What follows belongs to an exercise in optimizing a design on an open flow for small area, a short achievable clock period and few clock cycles per item; a production flow would make more cautious choices. Function was not checked in any run shown here: the RTL went through the layout flow alone.

## flow/design.v (module list and top-level ports; edited modules follow where they fit)
// module dct8_stream: 2758 lines
// module dct_fa: 10 lines
// module dct_ha: 9 lines
// module dct_addsub: 14 lines
// module dct_carry: 31 lines
// module dct_carry_ci: 13 lines
// module dct_sum: 11 lines
// module dct_sum_co: 12 lines
// module dct_out: 19 lines
module dct8_stream #(
    parameter int IN_W        = 8,
    parameter int OUT_W       = 14,
    parameter int LEVEL_SHIFT = 0
) (
    input  logic                    clk,
    input  logic                    rst,
    input  logic                    en,
    input  logic                    in_valid,
    output logic                    in_ready,
    input  logic [IN_W-1:0]         x0,
    input  logic [IN_W-1:0]         x1,
    input  logic [IN_W-1:0]         x2,
    input  logic [IN_W-1:0]         x3,
    input  logic [IN_W-1:0]         x4,
    input  logic [IN_W-1:0]         x5,
    input  logic [IN_W-1:0]         x6,
    input  logic [IN_W-1:0]         x7,
    output logic                    out_valid,
    input  logic                    out_ready,
    output logic signed [OUT_W-1:0] y0,
    output logic signed [OUT_W-1:0] y1,
    output logic signed [OUT_W-1:0] y2,
    output logic signed [OUT_W-1:0] y3,
    output logic signed [OUT_W-1:0] y4,
    output logic signed [OUT_W-1:0] y5,
    output logic signed [OUT_W-1:0] y6,
    output logic signed [OUT_W-1:0] y7
);
  // ...
==> flow/flow/run.sh <==
#!/bin/bash
# Standard ORFS layout, with repair_timing aiming below the clock period and
# plain buffers on the ports.
set -euo pipefail
bash standard.sh SETUP_SLACK_MARGIN=7 "BUFFER_PORTS_ARGS=-buffer_cell sky130_fd_sc_hd__buf_2" finish > standard_flow.log 2>&1
==> flow/standard.sh <==
#!/bin/bash
# synth_recipe.tcl (not shown) runs the flow's synth.tcl, then flattens the netlist and writes it again
# the make line also repeats each setting of config.mk as NAME=value (left out here)
make -C /OpenROAD-flow-scripts/flow DESIGN_CONFIG=/design/flow/config.mk WORK_HOME=/design/flow/orfs CLKGATE_MAP_FILE= SYNTH_SCRIPT=/design/flow/synth_recipe.tcl "${@:-finish}"
==> flow/config.mk <==
export PLATFORM = sky130hd
export DESIGN_NAME = dct8_stream
export DESIGN_NICKNAME = dct8_stream
export VERILOG_FILES = /design/flow/design.v
export SDC_FILE = /design/flow/constraint.sdc
export NUM_CORES = 4
export LEC_CHECK = 0
export CAP_MARGIN = 20
export CORE_MARGIN = 2
export CORE_UTILIZATION = 50
export SLEW_MARGIN = 20
export SYNTH_HIERARCHICAL = 1
==> flow/constraint.sdc <==
create_clock -name core_clock -period 12.0 [get_ports {clk}]
set_input_delay 2.4000 -clock core_clock [delete_from_list [all_inputs] [get_ports {clk}]]
set_output_delay 2.4000 -clock core_clock [all_outputs]
set_load 0.01 [all_outputs]
==> impl_summary.txt, run 1 <==
----------------------------------------------------
[Global route]
  Global-route wire length before repair ... between 100,000 and 150,000 um

[Final layout]
  Cell kind with the greatest summed area ... multi-input combinational cells
  Clock buf count ... 34
  Commonest non-fill, non-tap cells in the layout ... sky130_fd_sc_hd__fa_1, sky130_fd_sc_hd__inv_1, sky130_fd_sc_hd__ha_1, sky130_fd_sc_hd__buf_2, sky130_fd_sc_hd__edfxtp_1
  Number of antenna diodes ... 0
  Commonest non-fill, non-tap cell in the layout ... sky130_fd_sc_hd__fa_1

[Logic synthesis]
  Proportion of netlist area held by the largest area contributor ... between 40% and 50%
  Post-synth ARST share ... 0%
  Adder-cell area share of the yosys netlist ... a little over half
  Fraction of the mapped netlist area in compound gates ... about 8.3%
  Predominant post-synthesis flop cell ... sky130_fd_sc_hd__edfxtp_1

[Drt]
  Routed wire per std cell ... 19.83 um
  Drc violations ... 0
  Detailed-route wire length ... 80,060 um
  Vias ... approximately 22,000

[STA]
  Min Clock Period, post-route ... 4.900 ns
  Endpoints failing setup ... 0
  Final clock period utilization by the worst path ... 40.83%

[Outcome]
  Result of the run ... timing/DRC/antenna clean

[CTS]
  CTS clock-pin slew for the worst setup and hold paths ... 0.07 ns
  Number of hold buffers added after cts ... 0
  H-tree depth ... 1
  TritonCTS clock tree ... done
  Buffer depth of the longest clock path ... 3

[Floorplanning]
  Std-Cell Rows ... 96
  Well-Tap Cells ... between 800 and 900

[Setup path]
  Startpoint class of the critical path ... flip-flop
  Critical Setup Path Class ... reg2reg
  Slowest cell delay on critical path ... 0.58 ns
  Number of buffers and inverters on the critical path ... 4

[Job]
  Max Cap Viol ... 0

----------------------------------------------------
==> run 2, diff against run 1 <==
--- a/flow/config.mk
+++ b/flow/config.mk
@@ -7,6 +7,6 @@
 export LEC_CHECK = 0
 export CAP_MARGIN = 20
 export CORE_MARGIN = 2
-export CORE_UTILIZATION = 50
+export CORE_UTILIZATION = 65
 export SLEW_MARGIN = 20
 export SYNTH_HIERARCHICAL = 1
==> impl_summary.txt, run 2 <==
----------------------------------------------------
[Final layout]
  Final non-filler cell total ... 3,846 (was 4,037)
  Cell area after layout ... 37,900 um^2 (was 38,050 um^2)
  Area growth, synth to finish ... 10.50% (was 10.95%)
  Final Core Density ... 72.40% (was 55.77%)
  Commonest non-fill, non-tap cell in the layout ... sky130_fd_sc_hd__fa_1 (unchanged)
  Fraction of layout instances using a drive strength above 1 ... 16.60% (was 16.10%)
  Commonest non-fill, non-tap cells in the layout ... sky130_fd_sc_hd__fa_1, sky130_fd_sc_hd__inv_1, sky130_fd_sc_hd__ha_1, sky130_fd_sc_hd__buf_2, sky130_fd_sc_hd__edfxtp_1 (unchanged)
  Max reg flops ... 64 (unchanged)
  Largest reg by FF count ... sk (unchanged)
  Number of fillers in the final layout ... 3,770 (was 5,801)
  Post-layout nets ... 4,236 (was 4,234)

[CTS]
  Total CTS buffers ... 29 (unchanged)
  TritonCTS clock tree ... done (unchanged)
  Root buf cell ... sky130_fd_sc_hd__clkbuf_16 (unchanged)
  Clk sink count ... 235 (unchanged)
  H-tree depth ... 1 (unchanged)
  CTS clock-pin slew for the worst setup and hold paths ... 0.06 ns (was 0.07 ns)
  Number of hold buffers added after cts ... 0 (unchanged)
  Clock insertion delay at the later pin of the skew report ... 0.62 ns (was 0.61 ns)
  Buffer depth of the longest clock path ... 3 (unchanged)

[Job]
  Max Cap Viol ... 0 (unchanged)

[Floorplanning]
  Starting Density ... 65.52% (was 50.26%)
  Chip width ... 233.7 um (was 265.9 um)
  Total I/O pin count ... 183 (unchanged)
  Std-Cell Rows ... 84 (was 96)
  Floorplan die height ... 233.7 um (was 265.9 um)
  Total core area ... 52,340 um^2 (was 68,230 um^2)
  Area of the die ... 54,610 um^2 (was 70,700 um^2)

[Logic synthesis]
  Most instantiated cells after synthesis ... sky130_fd_sc_hd__fa_1, sky130_fd_sc_hd__inv_1, sky130_fd_sc_hd__ha_1 (unchanged)
  Largest area contributor in the synthesized netlist ... sky130_fd_sc_hd__fa_1 (unchanged)
  Proportion of netlist area held by the largest area contributor ... 43.49% (unchanged)
  Synth warn ... 58 (unchanged)
  Synthesized area ... 34,290 um^2 (unchanged)
  Most frequent cell after synthesis ... sky130_fd_sc_hd__fa_1 (unchanged)
  Leading post-synthesis cells by cell area ... sky130_fd_sc_hd__fa_1, sky130_fd_sc_hd__edfxtp_1, sky130_fd_sc_hd__ha_1, sky130_fd_sc_hd__inv_1, sky130_fd_sc_hd__dfxtp_1 (unchanged)
  Predominant post-synthesis flop cell ... sky130_fd_sc_hd__edfxtp_1 (unchanged)
  Gate count after technology mapping ... 2,845 (unchanged)
  Average instance area after synthesis ... 12.05 um^2 (unchanged)
  Seq/Total Area, Yosys ... 18.62% (unchanged)
  Post-synth ARST share ... 0% (unchanged)
  Number of enable flip-flop cells after synthesis ... 168 (unchanged)
  Flip-flop and latch count after synthesis ... 235 (unchanged)
  Post-synthesis cell type count ... 77 (unchanged)

[Placed design]
  Dpl ws ... 6.533 ns (was 6.403 ns)
  Routability Congestion ... 0.9274 (was 0.8592)
  Number of I/O port buffers ... 178 (unchanged)
  Post-DP Area ... 36,210 um^2 (was 36,450 um^2)
  Number of cells after detailed placement ... 3,737 (was 3,931)
  DP Wirelength ... 62,560 um (was 62,940 um)

[Drt]
  Drc violations ... 0 (unchanged)
  Routed wire per std cell ... 20.89 um (was 19.83 um)
  Detailed-route wire length ... 80,350 um (was 80,060 um)
  Router iterations before antenna repair ... 5 (unchanged)
  Vias ... 22,030 (was 21,750)
  Antenna-violating nets left ... 0 (unchanged)
  Routed vias/inst ... 5.729 (was 5.387)
  Iteration-0 DRC Markers ... 1,466 (was 1,260)

[STA]
  Final Skew ... 0.01518 ns (was 0.01663 ns)
  Worst hold margin ... 0.4957 ns (was 0.5011 ns)
  Number of hold violations in the final report ... 0 (unchanged)
  Transition at the pin with the smallest max-transition slack ... 0.9748 ns (was 1.009 ns)
  Final Worst Setup Slack ... 7.083 ns (was 7.100 ns)
  Min Clock Period, post-route ... 4.917 ns (was 4.900 ns)
  Accumulated negative setup slack ... 0 ns (unchanged)
  Final count of pins violating max slew ... 0 (unchanged)
  Peak Freq ... 203.4 MHz (was 204.1 MHz)
  Relative max-transition margin ... 35.01% (was 32.74%)
  RSZ-0062 raised after global routing ... yes (unchanged)
  Endpoints failing setup ... 0 (unchanged)
  Final clock period utilization by the worst path ... 40.97% (was 40.83%)

[Global route]
  Antenna violations before repair ... 3 (was 1)
  Overall overflow remaining after global route ... 0 (unchanged)
  Largest net degree at the start of global routing ... 73 (unchanged)
  Via count of the first global-routing pass ... 23,920 (was 23,800)
  Total global-route track usage ... 30.90% (was 23.79%)
  Global-route wire length before repair ... 126,800 um (was 129,900 um)

[Setup path]
  Crit Reg-Reg Startpoint ... a2_r[0] (was a3_r[6])
  Critical path capture point type ... flip-flop (unchanged)
  Arrival time of data at the critical path endpoint ... 5.29 ns (was 5.24 ns)
  Depth of the worst register-to-register path ... 18 (was 15)
  Reg-to-reg endpoint ... t6_u0r[4] (was t4_c5r)
  Required time of the worst setup path ... 12.37 ns (was 12.34 ns)
  Slack of the worst reg-to-reg path ... 7.08 ns (was 7.10 ns)
  Critical Setup Path Class ... reg2reg (unchanged)
  Maximum fanout along the worst path ... 3 (was 5)
  Startpoint class of the critical path ... flip-flop (unchanged)

[Hold path]
  Hold path depth ... 1 (unchanged)
  Hold path startpoint ... sk[4][0] (was sk[6][6])
  Worst hold path type ... reg2reg (unchanged)
  End point of the worst hold path ... sk[4][0] (was sk[6][6])

[Outcome]
  Result of the run ... timing/DRC/antenna clean (unchanged)

----------------------------------------------------
[run 2: cell counts after synthesis]
Identical to the previous run, type by type.
[run 2: cell families (layout without fill, tap and decap cells)]
logic type	Yosys count	in the layout	synth area share [%]
fa+ha+maj	1039	1039	54.20
buf+inv	653	949	7.596
compound gates	386	386	8.319
simple gates	314	314	5.232
flops	235	235	18.62
xor+xnor	144	144	3.678
mux	72	72	2.335
other cells	2	19	0.02190
[run 2: worst max-delay path by stage]
stage / endpoint / slack [ns] / startpoint
2_1_floorplan: t2_u0r[4] / 7.06 / a3_r[0]
3_3_place_gp: t6_u0r[4] / 6.61 / a2_r[0]
3_5_place_dp: t6_u0r[4] / 6.53 / a2_r[0]
4_1_cts: t6_u0r[4] / 6.93 / a1_r[1]
5_1_grt: t2_u0r[4] / 6.93 / a2_r[0]
6_report: t6_u0r[4] / 7.08 / a2_r[0]
[run 2: worst max-delay path: stages, from the launching register on]
cell and delay, ns:
sky130_fd_sc_hd__edfxtp_1 0.41, sky130_fd_sc_hd__ha_2 0.22, sky130_fd_sc_hd__fa_1 0.41, sky130_fd_sc_hd__nor2b_1 0.16, sky130_fd_sc_hd__o31a_1 0.15, sky130_fd_sc_hd__o21ai_1 0.08, sky130_fd_sc_hd__o211ai_1 0.30, sky130_fd_sc_hd__xnor2_2 0.14
sky130_fd_sc_hd__buf_4 0.17, sky130_fd_sc_hd__buf_4 0.15, sky130_fd_sc_hd__fa_1 0.41, sky130_fd_sc_hd__fa_2 0.52, sky130_fd_sc_hd__inv_1 0.05, sky130_fd_sc_hd__fa_1 0.42, sky130_fd_sc_hd__ha_1 0.25, sky130_fd_sc_hd__fa_2 0.42
sky130_fd_sc_hd__a21o_1 0.18, sky130_fd_sc_hd__a21oi_2 0.16, sky130_fd_sc_hd__xnor2_1 0.07
[run 2: Yosys stat by module, one instance, submodules excluded, a selection]
module,area (um^2),flops+latches,cells inside
dct_out,207.7,0,29
dct8_stream,9568,235,795
dct_fa,20.02,0,1
dct_ha,12.51,0,1
[run 2: area by class of cell]
cell class | instances | area, um^2 | area share, %
Tap cell | 688 | 860.8 | 2.272
Timing Repair Buffer | 281 | 1680 | 4.434
Multi-Input combinational cell | 1973 | 25640 | 67.67
Clock inverter | 23 | 271.5 | 0.7165
Clock buffer | 31 | 743.2 | 1.961
Sequential cell | 235 | 6390 | 16.86
Inverter | 614 | 2305 | 6.082
Antenna cell | 1 | 2.502 | 0.006603
[run 2: routing by layer]
| layer | GRT usage (%) | vias up | wire length (um) |
|---|---|---|---|
| met2 | 48.58 | 716 | 37500 |
| met4 | 7.911 | 2 | 1976 |
| li1 | - | 9730 | - |
| met5 | 0 | - | 13 |
| met1 | 44.04 | 11450 | 34380 |
| met3 | 6.897 | 139 | 6477 |
[run 2: repair_timing]
| item | CTS | global route |
|---|---|---|
| buffers inserted | 8 | 46 |
| cloned | 0 | 0 |
| gates resized for setup | 15 | 48 |
| endpoints found under the setup margin | 15 | 16 |
| pin swaps | 3 | 35 |
| endpoints found under the hold margin | 0 | 0 |
==> run 3, diff against run 2 <==
--- a/flow/config.mk
+++ b/flow/config.mk
@@ -7,6 +7,7 @@
 export LEC_CHECK = 0
 export CAP_MARGIN = 20
 export CORE_MARGIN = 2
-export CORE_UTILIZATION = 65
+export CORE_UTILIZATION = 50
+export CTS_BUF_LIST = sky130_fd_sc_hd__clkbuf_8 sky130_fd_sc_hd__clkbuf_4
 export SLEW_MARGIN = 20
 export SYNTH_HIERARCHICAL = 1
==> impl_summary.txt, run 3 <==
----------------------------------------------------
[Logic synthesis]
  Synthesized area ... 34,290 um^2 (unchanged)
  Fraction of the mapped netlist area in compound gates ... 8.319% (unchanged)
  Number of enable flip-flop cells after synthesis ... 168 (unchanged)
  Most instantiated cells after synthesis ... sky130_fd_sc_hd__fa_1, sky130_fd_sc_hd__inv_1, sky130_fd_sc_hd__ha_1 (unchanged)
  Gate count after technology mapping ... 2,845 (unchanged)
  Post-synthesis simple-gate area fraction ... 5.232% (unchanged)
  Most frequent cell after synthesis ... sky130_fd_sc_hd__fa_1 (unchanged)
  Proportion of netlist area held by the largest area contributor ... 43.49% (unchanged)
  Largest area contributor in the synthesized netlist ... sky130_fd_sc_hd__fa_1 (unchanged)
  Synth warn ... 58 (unchanged)
  Post-Synth XOR/XNOR Area ... 3.678% (unchanged)
  Average instance area after synthesis ... 12.05 um^2 (unchanged)
  Dominant combinational cell family by area after synthesis ... adder cells (unchanged)
  Fraction of synthesized area in multiplexers ... 2.335% (unchanged)
  Seq/Total Area, Yosys ... 18.62% (unchanged)
  Post-synth ARST share ... 0% (unchanged)
  Predominant post-synthesis flop cell ... sky130_fd_sc_hd__edfxtp_1 (unchanged)
  Post-synthesis cell type count ... 77 (unchanged)
  Flip-flop and latch count after synthesis ... 235 (unchanged)
  Adder-cell area share of the yosys netlist ... 54.20% (unchanged)
  Leading post-synthesis cells by cell area ... sky130_fd_sc_hd__fa_1, sky130_fd_sc_hd__edfxtp_1, sky130_fd_sc_hd__ha_1, sky130_fd_sc_hd__inv_1, sky130_fd_sc_hd__dfxtp_1 (unchanged)

[STA]
  Number of hold violations in the final report ... 0 (unchanged)
  Accumulated negative setup slack ... 0 ns (unchanged)
  Final Worst Setup Slack ... 7.078 ns (was 7.083 ns)
  Relative max-transition margin ... 32.81% (was 35.01%)
  Endpoints failing setup ... 0 (unchanged)
  Min Clock Period, post-route ... 4.922 ns (was 4.917 ns)
  RSZ-0062 raised after global routing ... yes (unchanged)
  Worst hold margin ... 0.5009 ns (was 0.4957 ns)
  Final clock period utilization by the worst path ... 41.02% (was 40.97%)
  Peak Freq ... 203.2 MHz (was 203.4 MHz)
  Final count of pins violating max slew ... 0 (unchanged)
  Final Skew ... 0.03986 ns (was 0.01518 ns)
  Transition at the pin with the smallest max-transition slack ... 1.008 ns (was 0.9748 ns)

[Final layout]
  Area growth, synth to finish ... 11.11% (was 10.50%)
  Post-layout nets ... 4,252 (was 4,236)
  Commonest non-fill, non-tap cell in the layout ... sky130_fd_sc_hd__fa_1 (unchanged)
  Cell area after layout ... 38,100 um^2 (was 37,900 um^2)
  Final Core Density ... 55.85% (was 72.40%)
  Number of fillers in the final layout ... 5,805 (was 3,770)
  Final non-filler cell total ... 4,070 (was 3,846)
  Largest reg by FF count ... sk (unchanged)
  Fraction of layout instances using a drive strength above 1 ... 17.14% (was 16.60%)
  Commonest non-fill, non-tap cells in the layout ... sky130_fd_sc_hd__fa_1, sky130_fd_sc_hd__inv_1, sky130_fd_sc_hd__ha_1, sky130_fd_sc_hd__buf_2, sky130_fd_sc_hd__edfxtp_1 (unchanged)
  Max reg flops ... 64 (unchanged)

[Global route]
  Overall overflow remaining after global route ... 0 (unchanged)
  Total global-route track usage ... 24.06% (was 30.90%)
  Largest net degree at the start of global routing ... 73 (unchanged)
  Global-route wire length before repair ... 130,900 um (was 126,800 um)
  Antenna violations before repair ... 2 (was 3)
  Via count of the first global-routing pass ... 24,060 (was 23,920)

[CTS]
  Total CTS buffers ... 45 (was 29)
  Clk sink count ... 235 (unchanged)
  H-tree depth ... 2 (was 1)
  TritonCTS clock tree ... done (unchanged)
  Root buf cell ... sky130_fd_sc_hd__clkbuf_8 (was sky130_fd_sc_hd__clkbuf_16)
  Clock insertion delay at the later pin of the skew report ... 0.66 ns (was 0.62 ns)
  CTS clock-pin slew for the worst setup and hold paths ... 0.06 ns (about the same)
  Buffer depth of the longest clock path ... 3 (unchanged)

[Hold path]
  Worst hold path type ... reg2reg (unchanged)
  Hold path startpoint ... sk[6][6] (was sk[4][0])

[Setup path]
  Critical Path Start ... a2_r[0] (unchanged)
  Startpoint class of the critical path ... flip-flop (unchanged)
  Required time of the worst setup path ... 12.38 ns (was 12.37 ns)
  Maximum fanout along the worst path ... 4 (was 3)
  Critical path capture point type ... flip-flop (unchanged)
  Crit Reg-Reg Startpoint ... a2_r[0] (unchanged)
  Slack of the worst reg-to-reg path ... 7.08 ns (about the same)
  Critical Setup Path Class ... reg2reg (unchanged)
  Arrival time of data at the critical path endpoint ... 5.31 ns (was 5.29 ns)

[Floorplanning]
  Starting Density ... 50.26% (was 65.52%)
  Floorplan die height ... 265.9 um (was 233.7 um)
  Std-Cell Rows ... 96 (was 84)
  Chip width ... 265.9 um (was 233.7 um)
  Area of the die ... 70,700 um^2 (was 54,610 um^2)
  Total I/O pin count ... 183 (unchanged)
  Total core area ... 68,230 um^2 (was 52,340 um^2)

[Placed design]
  Post-DP Area ... 36,450 um^2 (was 36,210 um^2)
  Number of I/O port buffers ... 178 (unchanged)
  Number of cells after detailed placement ... 3,931 (was 3,737)
  Routability Congestion ... 0.8592 (was 0.9274)
  Dpl ws ... 6.403 ns (was 6.533 ns)
  DP Wirelength ... 62,940 um (was 62,560 um)

[Drt]
  Drc violations ... 0 (unchanged)
  Router iterations before antenna repair ... 7 (was 5)
  Iteration-0 DRC Markers ... 1,268 (was 1,466)
  Routed wire per std cell ... 19.77 um (was 20.89 um)
  Detailed-route wire length ... 80,460 um (was 80,350 um)
  Antenna-violating nets left ... 0 (unchanged)
  Routed vias/inst ... 5.391 (was 5.729)
  Vias ... 21,940 (was 22,030)

[Job]
  Max Cap Viol ... 0 (unchanged)

[Outcome]
  Result of the run ... timing/DRC/antenna clean (unchanged)

----------------------------------------------------
==> run 3: cell counts after synthesis <==
No cell type changed its count.
==> run 3: modules after synthesis (local to each module, per instance), a selection <==
module	copies in the design	cells inside
dct8_stream	1	795
dct_ha	69	1
dct_fa	719	1
dct_out	8	29
==> run 3: metal layers <==
| layer | GRT usage, % | routed length (um) | vias to the layer above |
|---|---|---|---|
| li1 | - | - | 9790 |
| met3 | 3.688 | 4401 | 106 |
| met5 | 0 | 0 | - |
| met1 | 35.17 | 36520 | 11490 |
| met4 | 5.041 | 1506 | 0 |
| met2 | 38.37 | 38030 | 557 |
==> run 3: worst paths after layout <==
path	end	cells after the start
worst min-delay path	sk[6][6]	1
worst max-delay path	t6_u0r[4]	17
worst min register to register	sk[6][6]	1
worst max register to register	t6_u0r[4]	17
==> run 3: layout make-up <==
type,instances,area (um^2),area share (%)
clock inverters,22,277.8,0.7290
clock buffers,61,770.7,2.023
repair buffers,281,1664,4.367
well taps,882,1104,2.896
inverters,614,2305,6.048
diodes,2,5.005,0.01313
flip-flops and latches,235,6387,16.76
multi-input cells,1973,25590,67.16
==> run 3: cells by family (layout without fill, tap and decap cells) <==
logic type      Yosys count  in the layout
buf+inv                 653            978
simple gates            314            314
compound gates          386            386
xor+xnor                144            144
other cells               2             20
fa+ha+maj              1039           1039
mux                      72             72
flops                   235            235
==> run 3: repair_timing <==
action	4_1_cts	5_1_grt
pin swaps	7	22
hold buffers	0	0
buffers inserted	11	43
resized for setup	19	31
endpoints found under the setup margin	19	17
==> run 3: critical path: stages, from the launching register on <==
cell and delay [ns]:
sky130_fd_sc_hd__edfxtp_1 0.47, sky130_fd_sc_hd__ha_2 0.25, sky130_fd_sc_hd__fa_2 0.37, sky130_fd_sc_hd__nor2b_2 0.14, sky130_fd_sc_hd__o31a_1 0.16, sky130_fd_sc_hd__o21ai_1 0.09, sky130_fd_sc_hd__o211ai_1 0.25, sky130_fd_sc_hd__xnor2_2 0.21
sky130_fd_sc_hd__ha_1 0.32, sky130_fd_sc_hd__fa_1 0.52, sky130_fd_sc_hd__inv_1 0.06, sky130_fd_sc_hd__fa_1 0.45, sky130_fd_sc_hd__fa_1 0.49, sky130_fd_sc_hd__inv_1 0.07, sky130_fd_sc_hd__fa_2 0.41, sky130_fd_sc_hd__a21o_1 0.18
sky130_fd_sc_hd__a21oi_2 0.14, sky130_fd_sc_hd__xnor2_1 0.07

re-timing with driven ports:
The results above use ideal ports. As a check the final layouts listed here were re-extracted and re-timed, cells and wires unchanged. Step 1: set_driving_cell puts a clkbuf_16 on clk and a buf_2 on each other input, an assumption about the parent block. Step 2 times the ports against the registers' clock, not the clock port: input delays grow and output delays shrink by t, the midpoint of the rising clock arrivals with the driver on. a / b / c = ideal / step 1 / step 2; a / b = the first two.
| run | t, ns | setup WS [ns] | worst setup path after step 2 | clock arrival spread, ns |
|---|---|---|---|---|
| run 1 | 0.665 | 7.100 / 7.100 / 7.100 | register to register | 0.017 / 0.017 |
| run 2 | 0.679 | 7.083 / 7.083 / 7.083 | register to register | 0.016 / 0.015 |
| run 3 | 0.699 | 7.078 / 7.078 / 7.078 | register to register | 0.047 / 0.047 |
After both steps setup and hold are still met in every run listed.
